Background: an optimization exercise with open tools, aiming at small area, a short achievable clock period and few clock cycles per item. Do not read the settings as production practice.
Where RTL was checked, it was by simulation tests only, not by an equivalence proof against the original.
The RTL of runs 1 and 2 was laid out without a check of its function.
Power and IR drop assume default switching activity.

$ cat flow/config.mk
export PLATFORM = sky130hd
export DESIGN_NAME = mdu_alu
export DESIGN_NICKNAME = mdu_alu
export VERILOG_FILES = /design/flow/design.v
export SDC_FILE = /design/flow/constraint.sdc
export NUM_CORES = 4
export LEC_CHECK = 0
export ABC_AREA = 1
export CAP_MARGIN = 20
export CORE_MARGIN = 2
export CORE_UTILIZATION = 40
export SETUP_SLACK_MARGIN = 5
export SLEW_MARGIN = 20
$ cat flow/constraint.sdc
create_clock -name core_clock -period 11.0 [get_ports {clk}]
set_input_delay 2.2000 -clock core_clock [delete_from_list [all_inputs] [get_ports {clk}]]
set_output_delay 2.2000 -clock core_clock [all_outputs]
set_load 0.01 [all_outputs]
$ cat flow/design.v
module mdu_alu #(
    parameter int XLEN    = 32,
    parameter int SHAMT_W = $clog2(XLEN)
) (
    input  logic            clk,
    input  logic            rst,
    input  logic            in_valid,
    output logic            in_ready,
    input  logic [4:0]      in_op,
    input  logic [XLEN-1:0] in_a,
    input  logic [XLEN-1:0] in_b,
    input  logic            kill,
    output logic            out_valid,
    input  logic            out_ready,
    output logic [XLEN-1:0] out_result,
    output logic            out_illegal
);
    localparam logic [1:0] C_ALU = 2'd0;
    localparam logic [1:0] C_MUL = 2'd1;
    localparam logic [1:0] C_DIV = 2'd2;
    localparam logic [1:0] C_ILL = 2'd3;
    function automatic logic [5:0] len32(input logic [31:0] v);
        len32 = '0;
        for (int i = 0; i < 32; i++) if (v[i]) len32 = 6'(i + 1);
    endfunction
    function automatic logic lowones(input logic [31:0] v);
        lowones = 1'b1;
        for (int i = 0; i < 31; i++) if (v[i + 1] && !v[i]) lowones = 1'b0;
    endfunction
    function automatic logic [2:0] nchunk(input logic [32:0] v);
        if (&v[32:7] || ~|v[32:7])        nchunk = 3'd0;
        else if (&v[32:15] || ~|v[32:15]) nchunk = 3'd1;
        else if (&v[32:23] || ~|v[32:23]) nchunk = 3'd2;
        else if (&v[32:31] || ~|v[32:31]) nchunk = 3'd3;
        else                              nchunk = 3'd4;
    endfunction
    function automatic logic [11:0] booth(input logic [32:0] v, input logic [2:0] c);
        logic [40:0] ve;
        logic [8:0]  ch;
        logic [2:0]  g;
        ve = {{7{v[32]}}, v, 1'b0};
        ch = ve[8*c +: 9];
        for (int j = 0; j < 4; j++) begin
            g = ch[2*j +: 3];
            booth[3*j]     = g[0] ^ g[1];
            booth[3*j + 1] = (g == 3'b011) || (g == 3'b100);
            booth[3*j + 2] = g[2] && !(g[1] && g[0]);
        end
    endfunction
    function automatic logic [127:0] csa(input logic [63:0] a, input logic [63:0] b,
                                         input logic [63:0] c);
        csa = {a ^ b ^ c, ((a & b) | (a & c) | (b & c)) << 1};
    endfunction
    logic        v_q;        
    logic        first_q;    
    logic        one_q;      
    logic        last_q;     
    logic        dfirst_q;   
    logic        lb0_q;      
    logic [1:0]  cls_q;
    logic [3:0]  aop_q;
    logic        hi_q;       
    logic        drem_q;     
    logic        qneg_q;
    logic        rneg_q;
    logic        inv_q;
    logic        swap_q;     
    logic [32:0] x_q;        
    logic [32:0] y_q;        
    logic [63:0] accs_q;     
    logic [63:0] accc_q;     
    logic [11:0] dig_q;      
    logic [4:0]  cnt_q;
    logic [5:0]  la_q, lb_q;  
    logic        av_q;       
    logic        ahi_q;      
    logic        aill_q;
    logic [1:0]  cls_in;
    logic        mul_sa, mul_sb, div_s, nega, negb, swap, inv_in;
    logic [32:0] ea, eb, x_in, y_in;
    logic [2:0]  na, nb;
    logic [11:0] dig_in;
    logic [31:0] oca, ocb;
    logic [5:0]  la_in, lb_in;
    always_comb begin
        if (in_op[4] == 1'b0)   cls_in = (in_op[3:1] == 3'b111) ? C_ILL : C_ALU;
        else if (in_op[3])      cls_in = C_ILL;
        else                    cls_in = in_op[2] ? C_DIV : C_MUL;
        mul_sa = (in_op[1:0] != 2'd3);
        mul_sb = (in_op[1:0] == 2'd0) || (in_op[1:0] == 2'd1);
        div_s  = !in_op[0];
        nega   = (cls_in == C_DIV) && div_s && in_a[31];
        negb   = (cls_in == C_DIV) && div_s && in_b[31];
        ea     = {(cls_in == C_MUL) && mul_sa && in_a[31], nega ? -in_a : in_a};
        eb     = {(cls_in == C_MUL) && mul_sb && in_b[31], negb ? -in_b : in_b};
        na     = nchunk({mul_sa && in_a[31], in_a});
        nb     = nchunk({mul_sb && in_b[31], in_b});
        swap   = (cls_in == C_MUL) && (nb < na);
        dig_in = swap ? booth({mul_sb && in_b[31], in_b}, nb)
                      : booth({mul_sa && in_a[31], in_a}, na);
        x_in   = ea;
        y_in   = eb;
        inv_in = (cls_in == C_DIV) ||
                 ((cls_in == C_ALU) && (in_op[3:0] == 4'd1 || in_op[3:0] == 4'd3 ||
                                        in_op[3:0] == 4'd4 || in_op[3:0] == 4'd10 ||
                                        in_op[3:0] == 4'd11 || in_op[3:0] == 4'd12 ||
                                        in_op[3:0] == 4'd13));
        if (inv_in) y_in = ~y_in;
        oca    = (div_s && in_a[31]) ? ~in_a : in_a;
        ocb    = (div_s && in_b[31]) ? ~in_b : in_b;
        la_in  = len32(oca) + 6'(div_s && in_a[31] && lowones(oca));
        lb_in  = len32(ocb) + 6'(div_s && in_b[31] && lowones(ocb));
    end
    logic [33:0] sum1;
    assign sum1 = {1'b0, x_q} + {1'b0, y_q} + 34'(inv_q);
    logic        sh_left, sh_fill;
    logic [32:0] sh_in, sh_rin, sh_rout, sh_out;
    logic [4:0]  sh_amt;
    logic [6:0]  dlen;
    assign dlen = {1'b0, la_q} - {1'b0, lb_q};
    always_comb begin
        if (cls_q == C_DIV) begin
            sh_left = 1'b1;
            sh_fill = 1'b1;
            sh_in   = y_q;
            sh_amt  = dlen[4:0] | 5'd1;
        end else begin
            sh_left = (aop_q == 4'd2);
            sh_in   = {(aop_q == 4'd7) & x_q[31], x_q[31:0]};
            sh_fill = sh_left ? 1'b0 : sh_in[32];
            sh_amt  = y_q[4:0];
        end
        for (int i = 0; i < 33; i++) sh_rin[i] = sh_left ? sh_in[32 - i] : sh_in[i];
        sh_rout = 33'($signed({sh_fill, sh_rin}) >>> sh_amt);
        for (int i = 0; i < 33; i++) sh_out[i] = sh_left ? sh_rout[32 - i] : sh_rout[i];
    end
    logic [31:0] alu_res;
    logic        ltu, lts, eq;
    always_comb begin
        ltu = !sum1[33];
        lts = (x_q[31] == y_q[31]) ? x_q[31] : ltu;
        eq  = &(x_q[31:0] ^ y_q[31:0]);
        case (aop_q)
            4'd0, 4'd1:       alu_res = sum1[31:0];
            4'd2, 4'd6, 4'd7: alu_res = sh_out[31:0];
            4'd3:             alu_res = {31'd0, lts};
            4'd4:             alu_res = {31'd0, ltu};
            4'd5:             alu_res = x_q[31:0] ^ y_q[31:0];
            4'd8:             alu_res = x_q[31:0] | y_q[31:0];
            4'd9:             alu_res = x_q[31:0] & y_q[31:0];
            4'd10:            alu_res = {31'd0, eq};
            4'd11:            alu_res = {31'd0, !eq};
            4'd12:            alu_res = {31'd0, !lts};
            default:          alu_res = {31'd0, !ltu};
        endcase
    end
    logic [63:0] mul_s, mul_c;
    logic [11:0] dig_nx;
    logic [32:0] mcand;
    assign mcand = swap_q ? x_q : y_q;
    always_comb begin
        logic [33:0]  w;
        logic [63:0]  pp [4];
        logic [63:0]  sa, ca;
        logic [6:0]   nbits;
        logic [127:0] t0, t1, t2, t3, t4;
        nbits = '0;
        for (int j = 0; j < 4; j++) begin
            w = '0;
            if (dig_q[3*j])     w = {mcand[32], mcand};
            if (dig_q[3*j + 1]) w = {mcand, 1'b0};
            w     = w ^ {34{dig_q[3*j + 2]}};
            pp[j] = 64'({~w[33], w[32:0]}) << (2 * j);
            nbits[2*j] = dig_q[3*j + 2];
        end
        sa = first_q ? 64'(nbits) : ((accs_q << 8) | 64'(nbits));
        ca = first_q ? 64'd0 : (accc_q << 8);
        t0 = csa(sa, ca, -(64'd85 << 33));
        t1 = csa(pp[0], pp[1], pp[2]);
        t2 = csa(pp[3], t0[127:64], t0[63:0]);
        t3 = csa(t1[127:64], t1[63:0], t2[127:64]);
        t4 = csa(t3[127:64], t3[63:0], t2[63:0]);
        mul_s  = t4[127:64];
        mul_c  = t4[63:0];
        dig_nx = booth(swap_q ? y_q : x_q, cnt_q[2:0] - 3'd1);
    end
    logic        f1, f2;
    logic [32:0] rem2;
    logic [33:0] subb;
    logic [34:0] subc, cs_s, cs_c;
    always_comb begin
        logic [34:0] p, q, r;
        f1   = sum1[33];
        subb = {1'b0, x_q} + {2'b01, y_q[32:1]} + 34'd1;
        p    = {2'b00, x_q};
        q    = {2'b00, y_q};
        r    = {2'b00, 1'b1, y_q[32:1]};
        cs_s = p ^ q ^ r;
        cs_c = {((p & q) | (p & r) | (q & r)), 1'b1};
        subc = cs_s + cs_c + 35'd1;
        f2   = f1 ? subc[34] : subb[33];
        if (f1) rem2 = f2 ? subc[32:0] : sum1[32:0];
        else    rem2 = f2 ? subb[32:0] : x_q;
    end
    logic        done;
    logic [31:0] resx, resy, dres;
    logic        res_ill, dneg;
    logic        out_free, accept;
    logic [31:0] quo_n;
    logic        triv;
    always_comb begin
        quo_n   = {accs_q[29:0], f1, f2};
        triv    = lb0_q || (la_q < lb_q);
        done    = one_q || last_q || (dfirst_q && triv);
        resx    = alu_res;
        resy    = '0;
        res_ill = 1'b0;
        dres    = '0;
        dneg    = 1'b0;
        if (first_q) begin
            if (drem_q) begin
                dres = x_q[31:0];
                dneg = rneg_q;
            end else begin
                dres = lb0_q ? '1 : '0;
            end
        end else begin
            if (drem_q) begin
                dres = rem2[31:0];
                dneg = rneg_q;
            end else begin
                dres = quo_n;
                dneg = qneg_q;
            end
        end
        case (cls_q)
            C_ALU: ;
            C_ILL: begin
                resx    = '0;
                res_ill = 1'b1;
            end
            C_MUL: begin
                resx = mul_s[31:0];
                resy = mul_c[31:0];
            end
            default: begin
                resx = dres ^ {32{dneg}};
                resy = {31'd0, dneg};
            end
        endcase
    end
    logic        b_free;
    logic [63:0] acc_sum;
    assign acc_sum  = accs_q + accc_q;
    assign b_free   = out_ready;
    assign out_free = !av_q || b_free;
    logic rdy_now, rdy_if_taken;
    assign rdy_now      = !v_q || (done && !av_q);
    assign rdy_if_taken = done;
    assign in_ready     = !kill && (rdy_now || (rdy_if_taken && out_ready));
    assign accept   = in_valid && in_ready;
    always_ff @(posedge clk or posedge rst) begin
        if (rst) begin
            v_q  <= 1'b0;
            av_q <= 1'b0;
        end else if (kill) begin
            v_q  <= 1'b0;
            av_q <= 1'b0;
        end else begin
            if (accept)                       v_q <= 1'b1;
            else if (v_q && done && out_free) v_q <= 1'b0;
            if (v_q && done && out_free)      av_q <= 1'b1;
            else if (b_free)                  av_q <= 1'b0;
        end
    end
    always_ff @(posedge clk) begin
        if (accept) begin
            first_q <= 1'b1;
            one_q   <= (cls_in == C_ALU) || (cls_in == C_ILL);
            last_q  <= (cls_in == C_MUL) && ((swap ? nb : na) == 3'd0);
            dfirst_q <= (cls_in == C_DIV);
            lb0_q   <= (in_b == '0);
            cls_q   <= cls_in;
            aop_q   <= in_op[3:0];
            hi_q    <= (in_op[1:0] != 2'd0);
            drem_q  <= in_op[1];
            qneg_q  <= div_s && (in_a[31] ^ in_b[31]);
            rneg_q  <= div_s && in_a[31];
            x_q     <= x_in;
            swap_q  <= swap;
            y_q     <= y_in;
            cnt_q   <= {2'd0, swap ? nb : na};
            inv_q   <= inv_in;
            dig_q   <= dig_in;
            la_q    <= la_in;
            lb_q    <= lb_in;
        end else if (v_q && !done && out_free) begin
            first_q  <= 1'b0;
            dfirst_q <= 1'b0;
            if (cls_q == C_MUL) begin
                last_q <= (cnt_q[2:0] == 3'd1);
                accs_q <= mul_s;
                accc_q <= mul_c;
                dig_q  <= dig_nx;
                cnt_q  <= cnt_q - 5'd1;
            end else if (first_q) begin
                y_q    <= sh_out;
                cnt_q  <= dlen[5:1];
                last_q <= (dlen[5:1] == 5'd0);
                accs_q <= '0;
            end else begin
                x_q    <= rem2;
                y_q    <= {2'b11, y_q[32:2]};
                accs_q <= {32'd0, quo_n};
                cnt_q  <= cnt_q - 5'd1;
                last_q <= (cnt_q == 5'd1);
            end
        end
        if (v_q && done && out_free) begin
            accs_q <= {mul_s[63:32], resx};
            accc_q <= {mul_c[63:32], resy};
            ahi_q  <= (cls_q == C_MUL) && hi_q;
            aill_q <= res_ill;
        end
    end
    assign out_valid   = av_q;
    assign out_result  = ahi_q ? acc_sum[63:32] : acc_sum[31:0];
    assign out_illegal = aill_q;
endmodule
$ cat flow/flow/run.sh
#!/bin/bash
set -euo pipefail
MARGIN=6.0
sed -e "s/SETUP_SLACK_MARGIN=[0-9.]*/SETUP_SLACK_MARGIN=$MARGIN/" \
    -e "s/\"\${@:-finish}\"/MATCH_CELL_FOOTPRINT=0 'BUFFER_PORTS_ARGS=-buffer_cell sky130_fd_sc_hd__buf_4' \"\${@:-finish}\"/" \
    standard.sh > standard_tuned.sh
grep -q "SETUP_SLACK_MARGIN=$MARGIN" standard_tuned.sh
grep -q "MATCH_CELL_FOOTPRINT=0" standard_tuned.sh
bash standard_tuned.sh finish > standard_tuned.log 2>&1
$ cat flow/standard.sh
#!/bin/bash
# synth_recipe.tcl (not shown) runs the flow's synth.tcl, then flattens the netlist and writes it again
# the make line also repeats each setting of config.mk as NAME=value (left out here)
make -C /OpenROAD-flow-scripts/flow DESIGN_CONFIG=/design/flow/config.mk WORK_HOME=/design/flow/orfs CLKGATE_MAP_FILE= SYNTH_SCRIPT=/design/flow/synth_recipe.tcl "${@:-finish}"
==> results of run 1 <==
==> cell usage in the layout (no fill, tap or decap), types with 11 or more instances in the layout <==
| cell type | Yosys | routed |
|---|---|---|
| nor2_1 | 474 | 456 |
| o31ai_1 | 13 | 11 |
| nand2_4 | 2 | 15 |
| o21ai_2 | 8 | 28 |
| nand3_1 | 244 | 219 |
| inv_2 | 12 | 23 |
| edfxtp_1 | 236 | 236 |
| nor2_4 | 0 | 15 |
| a221oi_1 | 44 | 44 |
| buf_4 | 8 | 322 |
| nand4_1 | 32 | 32 |
| nand3_2 | 3 | 24 |
| a21o_1 | 14 | 13 |
| nor4_1 | 20 | 19 |
| nor3_1 | 54 | 49 |
| buf_6 | 4 | 15 |
| inv_1 | 817 | 796 |
| a31oi_1 | 68 | 63 |
| o22ai_1 | 151 | 150 |
| xnor2_1 | 62 | 62 |
| a21oi_2 | 13 | 30 |
| clkbuf_16 | 0 | 37 |
| nand2_1 | 1230 | 1184 |
| ha_4 | 0 | 18 |
| fa_1 | 159 | 158 |
| xor2_1 | 320 | 309 |
| or2_2 | 11 | 11 |
| o211ai_2 | 15 | 15 |
| mux2i_1 | 16 | 16 |
| o21ai_0 | 496 | 447 |
| nand2_2 | 6 | 40 |
| a21oi_1 | 414 | 390 |
| o211ai_1 | 73 | 73 |
| o21ai_1 | 76 | 104 |
| o221ai_1 | 22 | 21 |
| buf_12 | 0 | 20 |
| clkinvlp_4 | 0 | 15 |
| o21a_1 | 19 | 19 |
| ha_1 | 350 | 323 |
==> cell families (layout without fill, tap and decap cells) <==
| kind of cell | after synthesis | in the layout |
|---|---|---|
| compound gates | 1478 | 1478 |
| xor+xnor | 382 | 382 |
| fa+ha+maj | 509 | 509 |
| buf+inv | 1105 | 1266 |
| flops | 241 | 241 |
| mux | 16 | 16 |
| other cells | 0 | 3 |
| simple gates | 2097 | 2103 |
==> per-stage QoR <==
step                setup slack [ns]  hold WS, ns  total power [mW]
global route                    4.91        0.559              7.88
detailed placement              4.63        0.512              5.74
finish                          5.00        0.522              7.40
global placement                4.74        0.506              5.72
floorplan                       5.85        0.469              4.22
CTS                             5.04        0.530              7.19
==> routing by layer <==
metal  vias to the layer above  part of all wire, %  track usage [%]
met5                         -                0.025            0.189
met4                         8                  9.2             27.0
met3                       639                  9.0             7.07
met2                      2392                   45             58.4
met1                     20200                   37             42.3
li1                      19800                    -                -
==> state kept, by name, indices dropped and copies added, names as in the netlist, 2 cells and up <==
| signal | count |
|---|---|
| accs_q | 64 |
| accc_q | 62 |
| x_q | 33 |
| y_q | 33 |
| dig_q | 12 |
| la_q | 6 |
| lb_q | 6 |
| cnt_q | 5 |
| aop_q | 4 |
| cls_q | 2 |
==> power breakdown <==
part	internal [mW]	switching, mW	total (mW)
logic	1.73	3.09	4.82
registers	1.21	0.135	1.34
clock network	0.721	0.518	1.24
total	3.66	3.74	7.40
==> final timing paths <==
| kind | from | cells after the start | slack [ns] | endpoint |
|---|---|---|---|---|
| max in group asynchronous | rst | 2 | 9.41 | av_q |
| setup reg to reg | cls_q[1] | 20 | 6.07 | accs_q[28] |
| setup / recovery | accc_q[2] | 20 | 5.00 | out_result[3] |
| min in group asynchronous | rst | 2 | 1.47 | v_q |
| hold reg to reg | cnt_q[4] | 2 | 0.52 | cnt_q[4] |
| hold / removal | cnt_q[4] | 2 | 0.52 | cnt_q[4] |
==> cell usage after synthesis (all sizes together) (6+ instances only) <==
cell and count:
o21a 19, a221oi 44, clkbuf 177, nand3 247, o221ai 22, o21ai 581
xor2 320, a31oi 68, a211oi 11, inv 829, a21oi 427, a21o 14
ha 350, clkinv 10, fa 159, nand2 1238, o211ai 88, nand4 32
o31ai 13, a21boi 16, mux2i 16, o21bai 6, edfxtp 236, nor2 477
or2 14, nor3 54, xnor2 62, nor4 21, o22ai 151, buf 89
==> critical path, stage by stage, from the launching register on <==
cell and delay [ns]:
edfxtp_1 0.43, ha_4 0.28, nand3_2 0.09, nand2_2 0.10, buf_4 0.15, buf_4 0.12, buf_4 0.12, buf_4 0.12
buf_4 0.12, buf_4 0.12, buf_4 0.12, buf_4 0.12, buf_4 0.12, buf_4 0.12, buf_4 0.12, buf_4 0.12
buf_4 0.13, a21oi_1 0.15, o21ai_0 0.20, o21ai_1 0.20, buf_4 0.17
==> layout make-up <==
type | count | share of cell area (%)
clock buffer | 40 | 2.00
tap | 1287 | 3.52
sequential | 241 | 15.7
multi-input combinational | 4488 | 64.3
inverter | 839 | 7.00
timing repair buffer | 362 | 6.76
clock inverter | 23 | 0.617
antenna | 3 | 0.0164
timing repair inverter | 2 | 0.0273
==> repair_timing <==
| item | 4_1_cts | 5_1_grt |
|---|---|---|
| setup buffers | 114 | 70 |
| resized for setup | 163 | 168 |
| hold buffers | 0 | 0 |
| gates cloned | 3 | 7 |
| pin swaps | 34 | 62 |
| setup endpoints to repair | 125 | 194 |
==> results.tsv, run 1 <==
stage	metric	value	unit
outcome	outcome	no timing/DRC/antenna violations	
cells_and_area	register area	7200	µm²
sta	Fin Setup TNS	0	ns
synthesis	sequential element share of the synthesized area	18.2	%
synthesis	Yosys cell types	67	
sta	Setup Skew	0.0453	ns
drt	drt drc	0	
cells_and_area	layout cells sized above 1	12.1	%
pwr	Peak supply drop	0.0937	mV
critical_path	crit path DAT	3.80	ns
place	GP Congestion	1.05	
synthesis	synthesized area	39600	µm²
sta	Tmin final	6.00	ns
global_routing	vias in the first global route	40900	
cells_and_area	Finished Layout Cells	7285	
cts	H-tree levels	2	
global_routing	largest net degree at the start of global routing	92	
place	Placed Instance Area	41600	µm²
cells_and_area	final core occ	46.6	%
drt	total routed wirelength	191000	µm
pwr	cell area power density	162	nW/µm²
pwr	P_leak	21.3	nW
cells_and_area	cell area after layout	45800	µm²
cells_and_area	# nets final	6552	
synthesis	yosys warns	2	
critical_path	CP Max Fanout	3	
sta	Final Hold Fails	0	
sta	pin slew with the least headroom to its limit	1.29	ns
global_routing	GR Overflow Total	0	
hold_path	hold crit path type	flop to flop	
sta	f_max	167	MHz
synthesis	Post-synth ARST share	0.830	%
sta	Slew Viols, Final	0	
cts	CTS max path bufs	3	
synthesis	Mapped Cells	5828	
cts	clock latency on the worst-skew pair	0.61	ns
cts	TritonCTS buffer count	35	
synthesis	main combinational cell family by area after synthesis	compound AO/OA/AOI/OAI gates	
synthesis	xor/xnor share of the synthesized area	8.45	%
global_routing	global-route wire length before repair	272000	µm
sta	max_slew headroom	13.4	%
die	core region area	98300	µm²
cells_and_area	fillers	10200	
synthesis	post-synthesis adder-cell area fraction	19.1	%
drt	DRT Pass-1 Iters	8	
drt	drt initial violations	4796	
synthesis	synth top area cells	edfxtp_1, nand2_1, ha_1	
drt	ANT nets after route	0	
drt	average wire per standard cell	26.2	µm
global_routing	total global-route track usage	36.1	%
cts	CTS tree	done	
synthesis	syn_nets	6411	
sta	RSZ-0062 raised after global routing	yes	
synthesis	Synth area leader	edfxtp_1	
cts	Root Driver	clkbuf_16	
drt	routed via count	43100	
global_routing	initial antenna violation count	6	
synthesis	EDFF count, synth	236	
die	Die Wd	319	µm
place	Port Buf Inserts	108	
cts	clock sinks	241	
synthesis	Synth Area in Simple Gates	21.5	%
cells_and_area	Area Growth Syn to Fin	15.6	%
synthesis	post-synth top area share	17.9	%
synthesis	multiplexer area fraction after synthesis	0.404	%
die	die area	102000	µm²
place	Placed Cells	7024	
place	dpl hpwl	146000	µm
sta	Final setup viols	0	
cells_and_area	area occupied by multi-input gates	29500	µm²
critical_path	Crit Path Category	flop to output pin	
synthesis	Synth Area per Inst	6.80	µm²
flow_run	Max Cap Viol	0	
die	Die H	319	µm
die	Initial Util	40.3	%
synthesis	complex-gate fraction of the synthesized area	21.6	%
die	Site Rows	115	
sta	final period utilization	54.5	%
synthesis	predominant post-synthesis flop cell	edfxtp_1	
synthesis	#FFs+latches synth	241	
critical_path	CP required	8.80	ns
critical_path	Crit. End Element	output pin	
cts	clk slew on worst S/H paths	0.06	ns
die	Ports	109	
drt	vias per cell	5.91	
critical_path	nature of the critical path startpoint	flop	
==> run 2: changes to the inputs <==
--- a/flow/flow/run.sh
+++ b/flow/flow/run.sh
@@ -1,6 +1,6 @@
 #!/bin/bash
 set -euo pipefail
-MARGIN=6.0
+MARGIN=5.5
 sed -e "s/SETUP_SLACK_MARGIN=[0-9.]*/SETUP_SLACK_MARGIN=$MARGIN/" \
     -e "s/\"\${@:-finish}\"/MATCH_CELL_FOOTPRINT=0 'BUFFER_PORTS_ARGS=-buffer_cell sky130_fd_sc_hd__buf_4' \"\${@:-finish}\"/" \
     standard.sh > standard_tuned.sh
==> results.tsv, run 2 <==
stage	metric	value	unit
outcome	outcome	no timing/DRC/antenna violations	
synthesis	Yosys cell types	67	
pwr	P_leak	20.6	nW
critical_path	Crit Path Category	flop to output pin	
critical_path	crit path DAT	3.78	ns
flow_run	Max Cap Viol	0	
critical_path	Reg2Reg Depth	21	
sta	Final Hold Fails	0	
synthesis	count leader, synth	nand2_1	
synthesis	Synth area leader	edfxtp_1	
critical_path	nature of the critical path startpoint	flop	
synthesis	Mapped Cells	5828	
die	core region area	98300	µm²
critical_path	CP required	8.80	ns
synthesis	synthesized area	39600	µm²
critical_path	Crit. End Element	output pin	
sta	Fin Setup TNS	0	ns
global_routing	total global-route track usage	35.7	%
pwr	Power, Total	7.21	mW
pwr	Sw Ratio	51.4	%
cts	H-tree levels	2	
global_routing	GR Overflow Total	0	
sta	final period utilization	54.3	%
pwr	Clk pwr share	15.8	%
synthesis	top cells by count, synth	nand2_1, inv_1, o21ai_0	
pwr	Peak supply drop	0.0928	mV
sta	RSZ-0062 raised after global routing	yes	
drt	drt initial violations	4784	
synthesis	Post-synth ARST share	0.830	%
sta	Slew Viols, Final	0	
synthesis	sequential element share of the synthesized area	18.2	%
pwr	P_sw	3.70	mW
critical_path	CP Max Fanout	3	
hold_path	cell depth of the worst hold path	2	
synthesis	synth top area cells	edfxtp_1, nand2_1, ha_1	
cells_and_area	flip-flop count of the largest register after layout	64	
synthesis	multiplexer area fraction after synthesis	0.404	%
cells_and_area	top flop regs	accs_q (64), accc_q (62)	
cts	CTS max path bufs	3	
synthesis	main combinational cell family by area after synthesis	compound AO/OA/AOI/OAI gates	
synthesis	predominant post-synthesis flop cell	edfxtp_1	
cells_and_area	highest-count cells in the layout ignoring fill and taps	nand2_1, inv_1, nor2_1	
sta	Tmin final	5.98	ns
pwr	cell area power density	163	nW/µm²
die	die area	102000	µm²
synthesis	xor/xnor share of the synthesized area	8.45	%
cells_and_area	# nets final	6455	
cts	CTS tree	done	
cells_and_area	layout cells sized above 1	8.87	%
global_routing	initial antenna violation count	5	
synthesis	Synth Area in Simple Gates	21.5	%
sta	Setup Skew	0.0324	ns
pwr	share of power burned in registers	18.9	%
die	Die Wd	319	µm
place	dpl hpwl	149000	µm
hold_path	hold crit path type	flop to flop	
synthesis	Synth Area per Inst	6.80	µm²
pwr	Int Power	3.51	mW
die	Initial Util	40.3	%
cts	TritonCTS buffer count	36	
cells_and_area	commonest non-fill, non-tap cell in the layout	nand2_1	
cts	Root Driver	clkbuf_16	
synthesis	syn_nets	6411	
cells_and_area	Largest Register	accs_q	
sta	max_slew headroom	20.1	%
sta	f_max	167	MHz
die	Die H	319	µm
drt	drt drc	0	
drt	ANT nets after route	0	
critical_path	CP peak stage delay	0.47	ns
global_routing	global-route wire length before repair	269000	µm
cells_and_area	Area Growth Syn to Fin	11.6	%
global_routing	largest net degree at the start of global routing	79	
place	Placed Cells	7028	
cts	clk slew on worst S/H paths	0.06	ns
critical_path	Slowest cell on crit path	edfxtp_1	
sta	Final setup viols	0	
cells_and_area	Finished Layout Cells	7185	
pwr	Comb pwr share	65.3	%
synthesis	yosys warns	2	
die	Ports	109	
synthesis	#FFs+latches synth	241	
drt	average wire per standard cell	26.3	µm
global_routing	vias in the first global route	39900	
place	Port Buf Inserts	108	
drt	DRT Pass-1 Iters	9	
synthesis	post-synth top area share	17.9	%
synthesis	EDFF count, synth	236	
cts	clock latency on the worst-skew pair	0.60	ns
place	GP Congestion	1.06	
drt	routed via count	42500	
die	Site Rows	115	
drt	vias per cell	5.91	
sta	pin slew with the least headroom to its limit	1.19	ns
synthesis	complex-gate fraction of the synthesized area	21.6	%
synthesis	post-synthesis adder-cell area fraction	19.1	%
drt	total routed wirelength	189000	µm
cts	clock sinks	241	
run 2: cell count changes in the layout (fill, tap and decap cells not counted), sizes merged, moves of 4 or more:
cell	before	now
buf	360	270
clkinv	19	25
bufinv	5	1
clkinvlp	16	2
nand2	1244	1239
inv	824	831
run 2: what timing repair did:
item                                    in CTS  in global routing
hold buffers                                 0                  0
endpoints found under the setup margin      60                 77
setup buffers                               56                 34
pin swaps                                   33                 38
gates cloned                                 0                  2
endpoints found under the hold margin        0                  0
resized for setup                          122                 75
run 2: worst max-delay path: cells and delay by family, from the launching register on:
| kind | cells | cell delay [ns] |
|---|---|---|
| flops | 1 | 0.47 |
| fa+ha+maj | 2 | 0.37 |
| simple gates | 14 | 1.10 |
| buf+inv | 2 | 0.19 |
| compound gates | 7 | 1.04 |
run 2: worst paths after layout:
path                                  end  slack (ns)  startpoint
max                        out_result[30]        5.02   accs_q[0]
min                              cnt_q[3]        0.52    cnt_q[3]
max reg2reg                    accs_q[30]        5.60     y_q[14]
min reg2reg                      cnt_q[3]        0.52    cnt_q[3]
max in group asynchronous             v_q        9.43         rst
min in group asynchronous            av_q        1.46         rst
run 2: cell type report:
| class | count | area (µm²) |
|---|---|---|
| Multi-Input combinational cell | 4483 | 29000 |
| Clock inverter | 20 | 149 |
| Inverter | 839 | 3160 |
| Fill cell | 10300 | 54100 |
| Timing Repair Buffer | 271 | 2150 |
| Clock buffer | 42 | 923 |
| Tap cell | 1287 | 1610 |
| Antenna cell | 2 | 5.00 |
| Sequential cell | 241 | 7200 |
run 2: stage by stage:
step / hold slack, ns / worst slack [ns] / utilization, % / area (µm²)
after floorplan: 0.469 / 5.51 / - / 39600
after global placement: 0.502 / 4.67 / 42.3 / 41600
after detailed placement: 0.509 / 4.68 / 42.3 / 41600
after CTS: 0.522 / 4.96 / 44.3 / 43600
after global routing: 0.545 / 4.92 / 45.0 / 44200
final: 0.522 / 5.02 / 45.0 / 44200
run 2: kinds of logic after synthesis:
group	after synthesis
compound gates	1478
mux	16
buf+inv	1105
fa+ha+maj	509
xor+xnor	382
simple gates	2097
flops	241
run 2: power groups by stage:
stage	Clock [mW]	Sequential, mW	Combinational (mW)
2_1_floorplan	0	1.29	2.92
3_3_place_gp	0	1.39	4.35
3_5_place_dp	0	1.39	4.37
4_1_cts	1.14	1.37	4.53
5_1_grt	1.17	1.36	5.16
6_report	1.14	1.36	4.71
run 2: per-layer routing:
metal,global-route usage (%),part of all wire (%)
met5,0,0.014
met4,22.8,7.8
met2,59.1,46
met1,42.4,37
met3,7.01,9.0
==> run 3: changes to the inputs <==
--- a/flow/design.v
+++ b/flow/design.v
@@ -63,8 +63,7 @@
     logic        drem_q;     
     logic        qneg_q;
     logic        rneg_q;
-    logic        inv_q;
-    logic        swap_q;     
+    logic        inv_q;      
     logic [32:0] x_q;        
     logic [32:0] y_q;        
     logic [63:0] accs_q;     
@@ -75,6 +74,9 @@
     logic        av_q;       
     logic        ahi_q;      
     logic        aill_q;
+    logic        ov_q;       
+    logic [31:0] out_q;
+    logic        oill_q;
     logic [1:0]  cls_in;
     logic        mul_sa, mul_sb, div_s, nega, negb, swap, inv_in;
     logic [32:0] ea, eb, x_in, y_in;
@@ -98,8 +100,8 @@
         swap   = (cls_in == C_MUL) && (nb < na);
         dig_in = swap ? booth({mul_sb && in_b[31], in_b}, nb)
                       : booth({mul_sa && in_a[31], in_a}, na);
-        x_in   = ea;
-        y_in   = eb;
+        x_in   = swap ? eb : ea;
+        y_in   = swap ? ea : eb;
         inv_in = (cls_in == C_DIV) ||
                  ((cls_in == C_ALU) && (in_op[3:0] == 4'd1 || in_op[3:0] == 4'd3 ||
                                         in_op[3:0] == 4'd4 || in_op[3:0] == 4'd10 ||
@@ -156,8 +158,6 @@
     end
     logic [63:0] mul_s, mul_c;
     logic [11:0] dig_nx;
-    logic [32:0] mcand;
-    assign mcand = swap_q ? x_q : y_q;
     always_comb begin
         logic [33:0]  w;
         logic [63:0]  pp [4];
@@ -167,8 +167,8 @@
         nbits = '0;
         for (int j = 0; j < 4; j++) begin
             w = '0;
-            if (dig_q[3*j])     w = {mcand[32], mcand};
-            if (dig_q[3*j + 1]) w = {mcand, 1'b0};
+            if (dig_q[3*j])     w = {y_q[32], y_q};
+            if (dig_q[3*j + 1]) w = {y_q, 1'b0};
             w     = w ^ {34{dig_q[3*j + 2]}};
             pp[j] = 64'({~w[33], w[32:0]}) << (2 * j);
             nbits[2*j] = dig_q[3*j + 2];
@@ -182,7 +182,7 @@
         t4 = csa(t3[127:64], t3[63:0], t2[63:0]);
         mul_s  = t4[127:64];
         mul_c  = t4[63:0];
-        dig_nx = booth(swap_q ? y_q : x_q, cnt_q[2:0] - 3'd1);
+        dig_nx = booth(x_q, cnt_q[2:0] - 3'd1);
     end
     logic        f1, f2;
     logic [32:0] rem2;
@@ -252,25 +252,26 @@
     logic        b_free;
     logic [63:0] acc_sum;
     assign acc_sum  = accs_q + accc_q;
-    assign b_free   = out_ready;
+    assign b_free   = !ov_q || out_ready;
     assign out_free = !av_q || b_free;
-    logic rdy_now, rdy_if_taken;
-    assign rdy_now      = !v_q || (done && !av_q);
-    assign rdy_if_taken = done;
-    assign in_ready     = !kill && (rdy_now || (rdy_if_taken && out_ready));
+    assign in_ready = !kill && (!v_q || (done && out_free));
     assign accept   = in_valid && in_ready;
     always_ff @(posedge clk or posedge rst) begin
         if (rst) begin
             v_q  <= 1'b0;
             av_q <= 1'b0;
+            ov_q <= 1'b0;
         end else if (kill) begin
             v_q  <= 1'b0;
             av_q <= 1'b0;
+            ov_q <= 1'b0;
         end else begin
             if (accept)                       v_q <= 1'b1;
             else if (v_q && done && out_free) v_q <= 1'b0;
             if (v_q && done && out_free)      av_q <= 1'b1;
             else if (b_free)                  av_q <= 1'b0;
+            if (av_q && b_free)               ov_q <= 1'b1;
+            else if (out_ready)               ov_q <= 1'b0;
         end
     end
     always_ff @(posedge clk) begin
@@ -287,7 +288,6 @@
             qneg_q  <= div_s && (in_a[31] ^ in_b[31]);
             rneg_q  <= div_s && in_a[31];
             x_q     <= x_in;
-            swap_q  <= swap;
             y_q     <= y_in;
             cnt_q   <= {2'd0, swap ? nb : na};
             inv_q   <= inv_in;
@@ -322,8 +322,12 @@
             ahi_q  <= (cls_q == C_MUL) && hi_q;
             aill_q <= res_ill;
         end
+        if (av_q && b_free) begin
+            out_q  <= ahi_q ? acc_sum[63:32] : acc_sum[31:0];
+            oill_q <= aill_q;
+        end
     end
-    assign out_valid   = av_q;
-    assign out_result  = ahi_q ? acc_sum[63:32] : acc_sum[31:0];
-    assign out_illegal = aill_q;
+    assign out_valid   = ov_q;
+    assign out_result  = out_q;
+    assign out_illegal = oill_q;
 endmodule
==> flow/run.sh (new file) <==
#!/bin/bash
# synth_recipe.tcl (not shown) runs the flow's synth.tcl, then flattens the netlist and writes it again
# the make line also repeats each setting of config.mk as NAME=value (left out here)
make -C /OpenROAD-flow-scripts/flow DESIGN_CONFIG=/design/flow/config.mk WORK_HOME=/design/flow/orfs CLKGATE_MAP_FILE= SYNTH_SCRIPT=/design/flow/synth_recipe.tcl finish
--- a/flow/config.mk
+++ b/flow/config.mk
@@ -5,7 +5,6 @@
 export SDC_FILE = /design/flow/constraint.sdc
 export NUM_CORES = 4
 export LEC_CHECK = 0
-export ABC_AREA = 1
 export CAP_MARGIN = 20
 export CORE_MARGIN = 2
 export CORE_UTILIZATION = 40
removed: flow/flow/run.sh
removed: flow/standard.sh
==> results.tsv, run 3 <==
stage	metric	value	unit
synthesis	post-synth top area share	18.8	%
global_routing	GR Overflow Total	0	
synthesis	predominant post-synthesis flop cell	edfxtp_1	
synthesis	Mapped Cells	5565	
die	Die Wd	332	µm
sta	Fin Setup TNS	0	ns
critical_path	nature of the critical path startpoint	input port	
sta	RSZ-0062 raised after global routing	yes	
sta	Slew Viols, Final	0	
sta	final period utilization	54.2	%
cells_and_area	commonest non-fill, non-tap cell in the layout	nand2_1	
hold_path	cell depth of the worst hold path	2	
critical_path	reg2reg start	y_q[11]	
cells_and_area	layout cells sized above 1	6.35	%
critical_path	CP required	11.33	ns
cells_and_area	Largest Register	accs_q	
cells_and_area	# nets final	6020	
die	Initial Util	40.2	%
synthesis	count leader, synth	nand2_1	
cells_and_area	top flop regs	accs_q (64), accc_q (62)	
global_routing	initial antenna violation count	5	
sta	f_max	168	MHz
drt	total routed wirelength	189000	µm
cells_and_area	highest-count cells in the layout ignoring fill and taps	nand2_1, o21ai_0, a21oi_1	
die	Site Rows	120	
cts	Root Driver	clkbuf_16	
place	Placed Cells	6771	
synthesis	Yosys cell types	95	
synthesis	yosys warns	2	
synthesis	#FFs+latches synth	274	
global_routing	largest net degree at the start of global routing	80	
synthesis	Synth Area per Inst	7.71	µm²
flow_run	Max Cap Viol	0	
cts	clock sinks	274	
die	die area	110000	µm²
critical_path	reg2reg end	accs_q[12]	
synthesis	Synth area leader	edfxtp_1	
cells_and_area	cell area after layout	46700	µm²
cts	TritonCTS buffer count	35	
sta	Tmin final	5.97	ns
die	Ports	109	
critical_path	crit path DAT	6.29	ns
drt	vias per cell	6.27	
sta	Final Hold Fails	0	
hold_path	Hold Startpoint	cnt_q[4]	
critical_path	register-to-register setup slack	5.06	ns
hold_path	WHS Endpoint	cnt_q[4]	
cells_and_area	final core occ	43.7	%
sta	pin slew with the least headroom to its limit	1.37	ns
die	Die H	332	µm
sta	Setup Skew	0.0504	ns
cts	clock latency on the worst-skew pair	0.63	ns
global_routing	vias in the first global route	40300	
critical_path	Crit Path Category	input port to flop	
sta	Final setup viols	0	
cts	CTS Hold Bufs	0	
place	Port Buf Inserts	108	
drt	routed via count	43100	
cts	clk slew on worst S/H paths	0.06	ns
drt	drt drc	0	
cells_and_area	Area Growth Syn to Fin	8.75	%
cells_and_area	Finished Layout Cells	6870	
outcome	outcome	no timing/DRC/antenna violations	
drt	drt initial violations	5030	
place	GP Congestion	1.09	
place	Placed Instance Area	45100	µm²
cts	CTS max path bufs	3	
synthesis	top cells by count, synth	nand2_1, o21ai_0, a21oi_1	
drt	ANT nets after route	0	
pwr	Peak supply drop	0.123	mV
global_routing	total global-route track usage	33.2	%
critical_path	Crit. End Element	flop	
cells_and_area	flip-flop count of the largest register after layout	64	
pwr	cell area power density	196	nW/µm²
cts	H-tree levels	2	
pwr	Power, Total	9.17	mW
pwr	P_leak	19.6	nW
global_routing	global-route wire length before repair	275000	µm
drt	average wire per standard cell	27.5	µm
critical_path	CP Max Fanout	12	
synthesis	synth top area cells	edfxtp_1, ha_1, fa_1	
die	core region area	107000	µm²
synthesis	Post-synth ARST share	1.09	%
synthesis	EDFF count, synth	268	
critical_path	Reg2Reg Depth	15	
synthesis	synthesized area	42900	µm²
cts	CTS tree	done	
synthesis	sequential element share of the synthesized area	19.1	%
synthesis	syn_nets	6148	
sta	max_slew headroom	6.08	%
hold_path	hold crit path type	flop to flop	
drt	DRT Pass-1 Iters	9	
place	dpl hpwl	146000	µm
==> run 3: per-layer routing <==
metal  track usage (%)  routed length [µm]
met5                 0                   0
met4              20.1               13700
met3              6.24               18600
met2              51.0               81100
met1              43.3               75200
==> run 3: kinds of logic (layout without fill, tap and decap cells) <==
group,Yosys count,after routing,synth area share [%]
simple gates,1758,1758,18.5
other cells,0,5,0
mux,236,236,6.03
buf+inv,804,699,7.21
compound gates,1590,1592,23.5
flops,274,274,19.1
fa+ha+maj,509,509,17.6
xor+xnor,394,394,8.04
==> run 3: final cells by class <==
| cell class | instances | area, µm² |
|---|---|---|
| fill | 10900 | 60100 |
| multi-input combinational | 4489 | 31900 |
| sequential | 274 | 8190 |
| timing repair buffer | 251 | 2220 |
| tap | 1403 | 1760 |
| inverter | 385 | 1450 |
| clock buffer | 41 | 898 |
| clock inverter | 21 | 277 |
| antenna | 5 | 12.5 |
| timing repair inverter | 1 | 5.00 |
==> run 3: repair_timing <==
item / CTS / global route
buffers inserted: 9 / 18
cloned: 3 / 0
endpoints found under the setup margin: 100 / 83
pin swaps: 4 / 2
resized for setup: 23 / 26
==> run 3: worst max path at each step <==
stage                           end  startpoint  cells past startpoint
final                       lb_q[4]     in_b[7]                     19
after global routing        lb_q[4]     in_b[7]                     19
after CTS                   y_q[19]    in_a[31]                     16
after detailed placement    y_q[24]    in_b[24]                     15
after global placement      y_q[26]    in_b[24]                     15
after floorplan           accc_q[0]   out_ready                      9
==> run 3: metrics by stage <==
stage	setup WS, ns	hold WS (ns)
after global routing	4.88	0.521
final	5.03	0.497
after global placement	3.85	0.485
after detailed placement	3.79	0.481
after CTS	5.04	0.499
after floorplan	5.00	0.400
==> run 3: worst max-delay path: stages <==
cell,delay (ns)
clkdlybuf4s50_1,0.72
or3_1,0.50
a211oi_1,0.31
a31oi_1,0.13
a222oi_1,0.34
buf_4,0.18
nor2_1,0.04
nor2_1,0.08
o21ai_0,0.08
a221oi_1,0.34
nor3_1,0.12
a21oi_1,0.15
o32ai_1,0.11
o211ai_1,0.24
ha_1,0.28
ha_1,0.22
o21ai_0,0.10
nand2_1,0.10
nor2_1,0.05
==> run 3: power breakdown <==
| part | internal (mW) | switching [mW] | total, mW |
|---|---|---|---|
| logic | 2.27 | 4.05 | 6.32 |
| registers | 1.40 | 0.208 | 1.61 |
| clock network | 0.710 | 0.529 | 1.24 |
Testbench counts of run 3, summed over its fixed seeds: cycles 29,752, items 16,000.
==> run 4: changes to the inputs <==
--- a/flow/design.v
+++ b/flow/design.v
@@ -63,7 +63,8 @@
     logic        drem_q;     
     logic        qneg_q;
     logic        rneg_q;
-    logic        inv_q;      
+    logic        inv_q;
+    logic        swap_q;     
     logic [32:0] x_q;        
     logic [32:0] y_q;        
     logic [63:0] accs_q;     
@@ -100,8 +101,8 @@
         swap   = (cls_in == C_MUL) && (nb < na);
         dig_in = swap ? booth({mul_sb && in_b[31], in_b}, nb)
                       : booth({mul_sa && in_a[31], in_a}, na);
-        x_in   = swap ? eb : ea;
-        y_in   = swap ? ea : eb;
+        x_in   = ea;
+        y_in   = eb;
         inv_in = (cls_in == C_DIV) ||
                  ((cls_in == C_ALU) && (in_op[3:0] == 4'd1 || in_op[3:0] == 4'd3 ||
                                         in_op[3:0] == 4'd4 || in_op[3:0] == 4'd10 ||
@@ -158,6 +159,8 @@
     end
     logic [63:0] mul_s, mul_c;
     logic [11:0] dig_nx;
+    logic [32:0] mcand;
+    assign mcand = swap_q ? x_q : y_q;
     always_comb begin
         logic [33:0]  w;
         logic [63:0]  pp [4];
@@ -167,8 +170,8 @@
         nbits = '0;
         for (int j = 0; j < 4; j++) begin
             w = '0;
-            if (dig_q[3*j])     w = {y_q[32], y_q};
-            if (dig_q[3*j + 1]) w = {y_q, 1'b0};
+            if (dig_q[3*j])     w = {mcand[32], mcand};
+            if (dig_q[3*j + 1]) w = {mcand, 1'b0};
             w     = w ^ {34{dig_q[3*j + 2]}};
             pp[j] = 64'({~w[33], w[32:0]}) << (2 * j);
             nbits[2*j] = dig_q[3*j + 2];
@@ -182,7 +185,7 @@
         t4 = csa(t3[127:64], t3[63:0], t2[63:0]);
         mul_s  = t4[127:64];
         mul_c  = t4[63:0];
-        dig_nx = booth(x_q, cnt_q[2:0] - 3'd1);
+        dig_nx = booth(swap_q ? y_q : x_q, cnt_q[2:0] - 3'd1);
     end
     logic        f1, f2;
     logic [32:0] rem2;
@@ -203,58 +206,47 @@
         else    rem2 = f2 ? subb[32:0] : x_q;
     end
     logic        done;
-    logic [31:0] resx, resy, dres;
     logic        res_ill, dneg;
     logic        out_free, accept;
     logic [31:0] quo_n;
     logic        triv;
+    logic        dlast, rem_late;
+    logic [31:0] acc_lo_early, accs_lo_n, accc_lo_n;
     always_comb begin
         quo_n   = {accs_q[29:0], f1, f2};
         triv    = lb0_q || (la_q < lb_q);
         done    = one_q || last_q || (dfirst_q && triv);
-        resx    = alu_res;
-        resy    = '0;
-        res_ill = 1'b0;
-        dres    = '0;
-        dneg    = 1'b0;
-        if (first_q) begin
-            if (drem_q) begin
-                dres = x_q[31:0];
-                dneg = rneg_q;
-            end else begin
-                dres = lb0_q ? '1 : '0;
-            end
-        end else begin
-            if (drem_q) begin
-                dres = rem2[31:0];
-                dneg = rneg_q;
-            end else begin
-                dres = quo_n;
-                dneg = qneg_q;
-            end
-        end
+        res_ill = (cls_q == C_ILL);
+        dlast   = (cls_q == C_DIV) && last_q;
+        rem_late = dlast && drem_q;
         case (cls_q)
-            C_ALU: ;
-            C_ILL: begin
-                resx    = '0;
-                res_ill = 1'b1;
-            end
-            C_MUL: begin
-                resx = mul_s[31:0];
-                resy = mul_c[31:0];
-            end
+            C_ALU: acc_lo_early = alu_res;
+            C_ILL: acc_lo_early = '0;
+            C_MUL: acc_lo_early = mul_s[31:0];
             default: begin
-                resx = dres ^ {32{dneg}};
-                resy = {31'd0, dneg};
+                if (dfirst_q) begin
+                    if (!triv)       acc_lo_early = '0;
+                    else if (drem_q) acc_lo_early = x_q[31:0] ^ {32{rneg_q}};
+                    else             acc_lo_early = lb0_q ? '1 : '0;
+                end else begin
+                    acc_lo_early = quo_n ^ {32{dlast && qneg_q}};
+                end
             end
         endcase
+        accs_lo_n = rem_late ? (rem2[31:0] ^ {32{rneg_q}}) : acc_lo_early;
+        dneg = (cls_q == C_DIV) && done && (drem_q ? rneg_q : (qneg_q && !dfirst_q));
+        if (cls_q == C_MUL) accc_lo_n = mul_c[31:0];
+        else                accc_lo_n = {31'd0, dneg};
     end
     logic        b_free;
     logic [63:0] acc_sum;
     assign acc_sum  = accs_q + accc_q;
     assign b_free   = !ov_q || out_ready;
     assign out_free = !av_q || b_free;
-    assign in_ready = !kill && (!v_q || (done && out_free));
+    logic rdy_now, rdy_if_taken;
+    assign rdy_now      = !v_q || (done && (!av_q || !ov_q));
+    assign rdy_if_taken = done;
+    assign in_ready     = !kill && (rdy_now || (rdy_if_taken && out_ready));
     assign accept   = in_valid && in_ready;
     always_ff @(posedge clk or posedge rst) begin
         if (rst) begin
@@ -288,6 +280,7 @@
             qneg_q  <= div_s && (in_a[31] ^ in_b[31]);
             rneg_q  <= div_s && in_a[31];
             x_q     <= x_in;
+            swap_q  <= swap;
             y_q     <= y_in;
             cnt_q   <= {2'd0, swap ? nb : na};
             inv_q   <= inv_in;
@@ -299,26 +292,24 @@
             dfirst_q <= 1'b0;
             if (cls_q == C_MUL) begin
                 last_q <= (cnt_q[2:0] == 3'd1);
-                accs_q <= mul_s;
-                accc_q <= mul_c;
                 dig_q  <= dig_nx;
                 cnt_q  <= cnt_q - 5'd1;
             end else if (first_q) begin
                 y_q    <= sh_out;
                 cnt_q  <= dlen[5:1];
                 last_q <= (dlen[5:1] == 5'd0);
-                accs_q <= '0;
             end else begin
                 x_q    <= rem2;
                 y_q    <= {2'b11, y_q[32:2]};
-                accs_q <= {32'd0, quo_n};
                 cnt_q  <= cnt_q - 5'd1;
                 last_q <= (cnt_q == 5'd1);
             end
         end
+        if (v_q && out_free) begin
+            accs_q <= {mul_s[63:32], accs_lo_n};
+            accc_q <= {mul_c[63:32], accc_lo_n};
+        end
         if (v_q && done && out_free) begin
-            accs_q <= {mul_s[63:32], resx};
-            accc_q <= {mul_c[63:32], resy};
             ahi_q  <= (cls_q == C_MUL) && hi_q;
             aill_q <= res_ill;
         end
==> flow/flow/run.sh (new file) <==
#!/bin/bash
set -euo pipefail
MARGIN=5.5
sed -e "s/SETUP_SLACK_MARGIN=[0-9.]*/SETUP_SLACK_MARGIN=$MARGIN/" \
    -e "s/\"\${@:-finish}\"/MATCH_CELL_FOOTPRINT=0 'BUFFER_PORTS_ARGS=-buffer_cell sky130_fd_sc_hd__buf_4' \"\${@:-finish}\"/" \
    standard.sh > standard_tuned.sh
grep -q "SETUP_SLACK_MARGIN=$MARGIN" standard_tuned.sh
grep -q "MATCH_CELL_FOOTPRINT=0" standard_tuned.sh
bash standard_tuned.sh finish > standard_tuned.log 2>&1
==> flow/standard.sh (new file) <==
#!/bin/bash
# synth_recipe.tcl (not shown) runs the flow's synth.tcl, then flattens the netlist and writes it again
# the make line also repeats each setting of config.mk as NAME=value (left out here)
make -C /OpenROAD-flow-scripts/flow DESIGN_CONFIG=/design/flow/config.mk WORK_HOME=/design/flow/orfs CLKGATE_MAP_FILE= SYNTH_SCRIPT=/design/flow/synth_recipe.tcl "${@:-finish}"
--- a/flow/config.mk
+++ b/flow/config.mk
@@ -5,6 +5,7 @@
 export SDC_FILE = /design/flow/constraint.sdc
 export NUM_CORES = 4
 export LEC_CHECK = 0
+export ABC_AREA = 1
 export CAP_MARGIN = 20
 export CORE_MARGIN = 2
 export CORE_UTILIZATION = 40
removed: flow/run.sh
==> results.tsv, run 4 <==
stage	metric	value	unit
outcome	outcome	no timing/DRC/antenna violations	
die	Initial Util	40.2	%
drt	average wire per standard cell	27.5	µm
sta	final period utilization	50.3	%
synthesis	yosys warns	2	
cells_and_area	top flop regs	accs_q (64), accc_q (62)	
sta	Final Hold Fails	0	
critical_path	crit path DAT	5.86	ns
synthesis	#FFs+latches synth	275	
drt	drt drc	0	
cts	CTS tree	done	
cells_and_area	fillers	10500	
cts	CTS Hold Bufs	0	
sta	hold_ws	0.464	ns
global_routing	largest net degree at the start of global routing	82	
die	Die H	321	µm
synthesis	EDFF count, synth	269	
die	die area	103000	µm²
critical_path	CP Max Fanout	39	
global_routing	global-route wire length before repair	274000	µm
synthesis	post-synth top area share	20.1	%
synthesis	syn_nets	6250	
drt	ANT nets after route	0	
die	Die Wd	321	µm
sta	Final setup viols	0	
drt	routed via count	42000	
cells_and_area	register area	8210	µm²
die	core region area	99700	µm²
cells_and_area	flip-flop count of the largest register after layout	64	
critical_path	nature of the critical path startpoint	flop	
sta	Setup Skew	0.0318	ns
cts	clock sinks	275	
synthesis	Synth Area per Inst	7.08	µm²
synthesis	synthesized area	40100	µm²
die	Site Rows	116	
sta	f_max	181	MHz
critical_path	Crit Path Category	flop to flop	
global_routing	initial antenna violation count	14	
pwr	Comb pwr share	60.0	%
global_routing	GR Overflow Total	0	
pwr	Int Power	3.54	mW
drt	drt initial violations	5026	
cts	CTS max path bufs	3	
cells_and_area	Largest Register	accs_q	
cells_and_area	highest-count cells in the layout ignoring fill and taps	nand2_1, inv_1, nor2_1	
cells_and_area	layout cells sized above 1	7.01	%
critical_path	CP required	11.33	ns
pwr	Clk pwr share	18.8	%
pwr	Peak supply drop	0.121	mV
sta	Final WS setup	5.47	ns
flow_run	Max Cap Viol	0	
die	Ports	109	
synthesis	Synth area leader	edfxtp_1	
synthesis	Yosys cell types	78	
pwr	P_leak	19.5	nW
cells_and_area	# nets final	6220	
synthesis	sequential element share of the synthesized area	20.5	%
sta	Tmin final	5.53	ns
pwr	Power, Total	7.11	mW
synthesis	count leader, synth	nand2_1	
drt	vias per cell	6.03	
cts	TritonCTS buffer count	38	
sta	max_slew headroom	11.2	%
synthesis	predominant post-synthesis flop cell	edfxtp_1	
cts	clk slew on worst S/H paths	0.07	ns
synthesis	top cells by count, synth	nand2_1, inv_1, o21ai_0	
critical_path	Crit. End Element	flop	
place	Port Buf Inserts	108	
synthesis	synth top area cells	edfxtp_1, nand2_1, ha_1	
pwr	Sw Ratio	50.2	%
cells_and_area	Area Growth Syn to Fin	8.80	%
place	GP Congestion	1.13	
sta	Slew Viols, Final	0	
hold_path	hold crit path type	flop to flop	
drt	total routed wirelength	192000	µm
sta	Fin Setup TNS	0	ns
pwr	cell area power density	163	nW/µm²
drt	DRT Pass-1 Iters	8	
global_routing	vias in the first global route	39100	
synthesis	Mapped Cells	5667	
place	worst slack, placed	4.70	ns
sta	pin slew with the least headroom to its limit	1.32	ns
cts	H-tree levels	2	
critical_path	register-to-register setup slack	5.47	ns
global_routing	total global-route track usage	36.3	%
synthesis	Post-synth ARST share	1.09	%
place	dpl hpwl	151000	µm
pwr	P_sw	3.56	mW
sta	RSZ-0062 raised after global routing	yes	
cells_and_area	area occupied by multi-input gates	28400	µm²
cts	Root Driver	clkbuf_16	
cells_and_area	commonest non-fill, non-tap cell in the layout	nand2_1	
pwr	share of power burned in registers	21.3	%
cts	clock latency on the worst-skew pair	0.61	ns
-- run 4: cell count changes after synthesis, moves of 140 or more --
cell	delta
o21ai_1	+166
nand2_1	+447
xnor2_1	-140
o22ai_1	+144
inv_1	+261
mux2i_1	-183
clkbuf_1	-156
-- run 4: final cells by class --
class                   count  area share (%)
diodes                      7          0.0401
flip-flops and latches    275            18.8
clock buffers              45            2.31
well taps                1298            3.72
clock inverters            24           0.596
inverters                 680            5.90
repair buffers            199            3.56
multi-input cells        4443            65.0
-- run 4: kinds of logic (layout without fill, tap and decap cells) --
logic type                 after synthesis  count (layout)  share of synthesized area (%)
other                                    0               7                              0
DFF                                    275             275                           20.5
AOI/OAI and AO/OA                     1522            1522                           22.2
adders and majority gates              509             509                           18.9
xor gates and xnor gates               392             392                           8.56
muxes                                    7               7                          0.175
buffers and inverters                  952             948                           9.29
and+or+nand+nor                       2010            2013                           20.4
-- run 4: through the flow --
stage | util [%] | cell area [µm²] | cells
final | 43.8 | 43600 | 6971
after global placement | 42.1 | 42000 | 6876
after global routing | 43.7 | 43600 | 6964
after CTS | 43.5 | 43300 | 6946
after floorplan | - | 40100 | 5667
after detailed placement | 42.2 | 42000 | 6877
-- run 4: final timing paths --
path / cells past startpoint / end / startpoint
max: 18 / accs_q[6] / cls_q[1]
min: 0 / oill_q / aill_q
max reg2reg: 18 / accs_q[6] / cls_q[1]
min reg2reg: 0 / oill_q / aill_q
max in group asynchronous: 2 / v_q / rst
min in group asynchronous: 2 / ov_q / rst
-- run 4: power groups by stage --
stage	clock network, mW	logic (mW)	registers, mW
after detailed placement	0	4.08	1.53
after CTS	1.34	4.11	1.51
final	1.33	4.26	1.51
after floorplan	0	2.64	1.45
after global routing	1.37	4.62	1.51
after global placement	0	4.07	1.53
-- run 4: layer usage --
metal	GRT usage [%]	wire length [µm]
met2	55.5	82100
met1	45.8	74500
met3	8.97	20500
met5	0	66
met4	22.9	14600
-- run 4: what timing repair did --
item / in CTS / in global routing
setup buffers: 0 / 12
gates resized for setup: 9 / 33
cloned: 0 / 3
pin swaps: 0 / 5
endpoints found under the setup margin: 128 / 128
-- run 4: critical path: stages, from the launching register on --
cell,delay [ns]
edfxtp_1,0.49
nand2_2,0.12
buf_6,0.36
inv_4,0.25
buf_4,0.37
o211ai_1,0.64
o21ai_0,0.44
nand2_1,0.13
o21ai_0,0.16
nand2_1,0.10
o21ai_1,0.08
o21ai_1,0.19
o21ai_1,0.09
o21ai_0,0.48
o21ai_1,0.34
nand2_1,0.30
a31oi_1,0.16
o21ai_0,0.32
o21ai_0,0.17
Testbench counts of run 4, summed over its fixed seeds: cycles 29,752, items 16,000.
==> run 5: changes to the inputs <==
--- a/flow/flow/run.sh
+++ b/flow/flow/run.sh
@@ -1,6 +1,6 @@
 #!/bin/bash
 set -euo pipefail
-MARGIN=5.5
+MARGIN=6.3
 sed -e "s/SETUP_SLACK_MARGIN=[0-9.]*/SETUP_SLACK_MARGIN=$MARGIN/" \
     -e "s/\"\${@:-finish}\"/MATCH_CELL_FOOTPRINT=0 'BUFFER_PORTS_ARGS=-buffer_cell sky130_fd_sc_hd__buf_4' \"\${@:-finish}\"/" \
     standard.sh > standard_tuned.sh
==> results.tsv, run 5 <==
stage	metric	value	unit
critical_path	Reg2Reg Depth	35	
global_routing	initial antenna violation count	15	
hold_path	hold crit path type	flop to flop	
pwr	Peak supply drop	0.119	mV
die	Initial Util	40.2	%
sta	Final Hold Fails	0	
synthesis	synthesized area	40100	µm²
sta	RSZ-0062 raised after global routing	yes	
synthesis	Synth Area per Inst	7.08	µm²
cts	clock sinks	275	
synthesis	count leader, synth	nand2_1	
cts	CTS max path bufs	3	
drt	drt initial violations	6017	
sta	Tmin final	5.17	ns
synthesis	top cells by count, synth	nand2_1, inv_1, o21ai_0	
drt	total routed wirelength	197000	µm
drt	drt drc	0	
critical_path	reg2reg start	la_q[0]	
die	Die Wd	321	µm
hold_path	Hold Startpoint	aill_q	
sta	hold_ws	0.420	ns
global_routing	grt met3 use	10.3	%
synthesis	sequential element share of the synthesized area	20.5	%
cts	CTS tree	done	
synthesis	#FFs+latches synth	275	
cells_and_area	flip-flop count of the largest register after layout	64	
cells_and_area	# nets final	6361	
cells_and_area	Area Growth Syn to Fin	16.1	%
drt	ANT nets after route	0	
synthesis	post-synth top area share	20.1	%
sta	Setup Skew	0.0203	ns
place	GP Congestion	1.12	
critical_path	crit path DAT	2.97	ns
global_routing	global-route wire length before repair	277000	µm
flow_run	Max Cap Viol	0	
cells_and_area	fillers	10100	
global_routing	largest net degree at the start of global routing	80	
cells_and_area	highest-count cells in the layout ignoring fill and taps	nand2_1, inv_1, nor2_1	
place	dpl hpwl	149000	µm
synthesis	Post-synth ARST share	1.09	%
sta	f_max	193	MHz
hold_path	cell depth of the worst hold path	0	
cts	Root Driver	clkbuf_16	
cells_and_area	Largest Register	accs_q	
synthesis	Mapped Cells	5667	
die	Die H	321	µm
cts	clk slew on worst S/H paths	0.06	ns
global_routing	gr busiest metal	met2	
global_routing	M2 GR Usage	54.7	%
place	Port Buf Inserts	108	
sta	Fin Setup TNS	0	ns
hold_path	WHS Endpoint	oill_q	
critical_path	reg2reg end	accs_q[15]	
global_routing	vias in the first global route	39900	
synthesis	predominant post-synthesis flop cell	edfxtp_1	
cells_and_area	commonest non-fill, non-tap cell in the layout	nand2_1	
pwr	P_leak	20.7	nW
synthesis	syn_nets	6250	
critical_path	Crit. End Element	output pin	
synthesis	yosys warns	2	
sta	max_slew headroom	11.2	%
global_routing	total global-route track usage	36.8	%
die	Site Rows	116	
die	Ports	109	
critical_path	CP Max Fanout	2	
critical_path	nature of the critical path startpoint	flop	
die	core region area	99700	µm²
cells_and_area	top flop regs	accs_q (64), accc_q (62)	
pwr	cell area power density	158	nW/µm²
synthesis	Synth area leader	edfxtp_1	
sta	Slew Viols, Final	0	
synthesis	synth top area cells	edfxtp_1, nand2_1, ha_1	
drt	average wire per standard cell	27.7	µm
drt	DRT Pass-1 Iters	10	
critical_path	Crit Path Category	flop to output pin	
sta	Final setup viols	0	
sta	final period utilization	47.0	%
cts	TritonCTS buffer count	39	
cts	H-tree levels	2	
drt	routed via count	43400	
synthesis	EDFF count, synth	269	
sta	pin slew with the least headroom to its limit	1.33	ns
cells_and_area	layout cells sized above 1	12.9	%
die	die area	103000	µm²
global_routing	GR Overflow Total	0	
outcome	outcome	no timing/DRC/antenna violations	
global_routing	routing usage on met1	47.0	%
cts	clock latency on the worst-skew pair	0.63	ns
drt	vias per cell	6.11	
critical_path	register-to-register setup slack	6.01	ns
synthesis	Yosys cell types	78	
critical_path	CP required	8.80	ns
run 5: logic make-up after synthesis:
kind of cell	count (synthesis)	synth area share (%)
and+or+nand+nor	2010	20.4
AOI/OAI and AO/OA	1522	22.2
buffers and inverters	952	9.29
adders and majority gates	509	18.9
xor gates and xnor gates	392	8.56
DFF	275	20.5
muxes	7	0.175
run 5: repair_timing:
action / 4_1_cts / 5_1_grt
hold buffers: 0 / 0
cloned: 4 / 8
hold endpoints to repair: 0 / 0
resized for setup: 122 / 305
pin swaps: 21 / 75
buffers inserted: 92 / 52
setup endpoints to repair: 190 / 173
run 5: through the flow:
step           power [mW]  std cells  instance area [µm²]  util (%)  setup WS [ns]
6_report             7.35       7113                46600      46.7           5.83
5_1_grt              7.75       7107                46600      46.7           5.72
4_1_cts              7.07       7047                44700      44.9           5.92
3_5_place_dp         5.57       6879                42200      42.3           4.77
3_3_place_gp         5.57       6878                42200      42.3           4.84
2_1_floorplan        4.09       5667                40300         -           6.11
run 5: routing by layer:
layer | wire length (µm) | vias to the layer above
met5 | 95 | -
met4 | 15900 | 16
li1 | - | 19500
met1 | 75700 | 20500
met3 | 23300 | 668
met2 | 81700 | 2768
run 5: cell type report:
cell class / instances / area (µm²) / area share (%)
tap: 1298 / 1620 / 3.49
timing repair buffer: 334 / 3130 / 6.73
antenna: 6 / 15.0 / 0.0322
sequential: 275 / 8210 / 17.6
multi-input combinational: 4448 / 29600 / 63.5
inverter: 680 / 2680 / 5.76
clock inverter: 28 / 339 / 0.728
clock buffer: 44 / 1010 / 2.18
run 5: worst max-delay path, cell delays in order (launching register included):
cell,delay (ns)
edfxtp_1,0.47
nor2_2,0.13
inv_2,0.05
fa_2,0.35
a21oi_2,0.15
o21ai_2,0.07
a21oi_1,0.12
nor2_1,0.06
o21bai_1,0.15
nand2_1,0.11
inv_1,0.08
nor3_2,0.04
buf_6,0.16
inv_6,0.08
nand2_4,0.06
nand2_4,0.07
nand2_4,0.05
inv_2,0.05
buf_6,0.09
run 5: how the worst max path moves through the flow:
stage | end | startpoint | slack [ns] | depth (start not counted)
6_report | in_ready | la_q[0] | 5.83 | 18
4_1_cts | in_ready | out_ready | 5.92 | 10
3_5_place_dp | dig_q[4] | in_a[31] | 4.77 | 20
2_1_floorplan | lb_q[4] | in_b[31] | 6.11 | 39
5_1_grt | in_ready | la_q[0] | 5.72 | 18
3_3_place_gp | dig_q[1] | in_a[31] | 4.84 | 20
run 5: power breakdown:
part	internal, mW	switching [mW]	leakage (nW)
Sequential	1.35	0.151	2.59
Clock	0.814	0.588	0.654
Combinational	1.53	2.92	17.5
Total	3.70	3.66	20.7

static timing again, ports no longer ideal:
Ports are ideal in the flow. The routed layouts listed here were re-timed in OpenROAD.
Step 1: set_driving_cell puts a clkbuf_16 on clk and a buf_2 on each other input, an assumption about the parent block.
Step 2 adds t to the input delays and takes it off the output delays; t is the mean of the earliest and latest rising clock arrival at the registers after step 1. Input paths then give back, and output paths get back, about the clock's delay inside the block.
Slacks: no drivers / after step 1 / after step 2; pairs: no drivers / after step 1.
| run | shift t [ns] | slack for setup (ns) | hold WS [ns] | clock arrival spread, ns | worst register clock-pin slew, ns |
|---|---|---|---|---|---|
| run 1 | 0.667 | 5.002 / 4.924 / 5.460 | 0.522 / 0.522 / 0.522 | 0.046 / 0.045 | 0.07 / 0.07 |
| run 2 | 0.659 | 5.024 / 4.955 / 5.158 | 0.522 / 0.522 / 0.522 | 0.034 / 0.033 | 0.06 / 0.06 |
| run 3 | 0.678 | 5.033 / 5.057 / 4.408 | 0.497 / 0.497 / 0.497 | 0.050 / 0.050 | 0.08 / 0.08 |
| run 4 | 0.669 | 5.469 / 5.469 / 4.993 | 0.464 / 0.464 / 0.464 | 0.032 / 0.032 | 0.07 / 0.07 |
| run 5 | 0.692 | 5.831 / 5.757 / 5.489 | 0.420 / 0.420 / 0.420 | 0.020 / 0.020 | 0.07 / 0.07 |
After both steps every run listed still meets setup and hold. The setup slack of run 3, which loses most, moves by +0.024 ns with the drivers and by -0.625 ns with both steps.
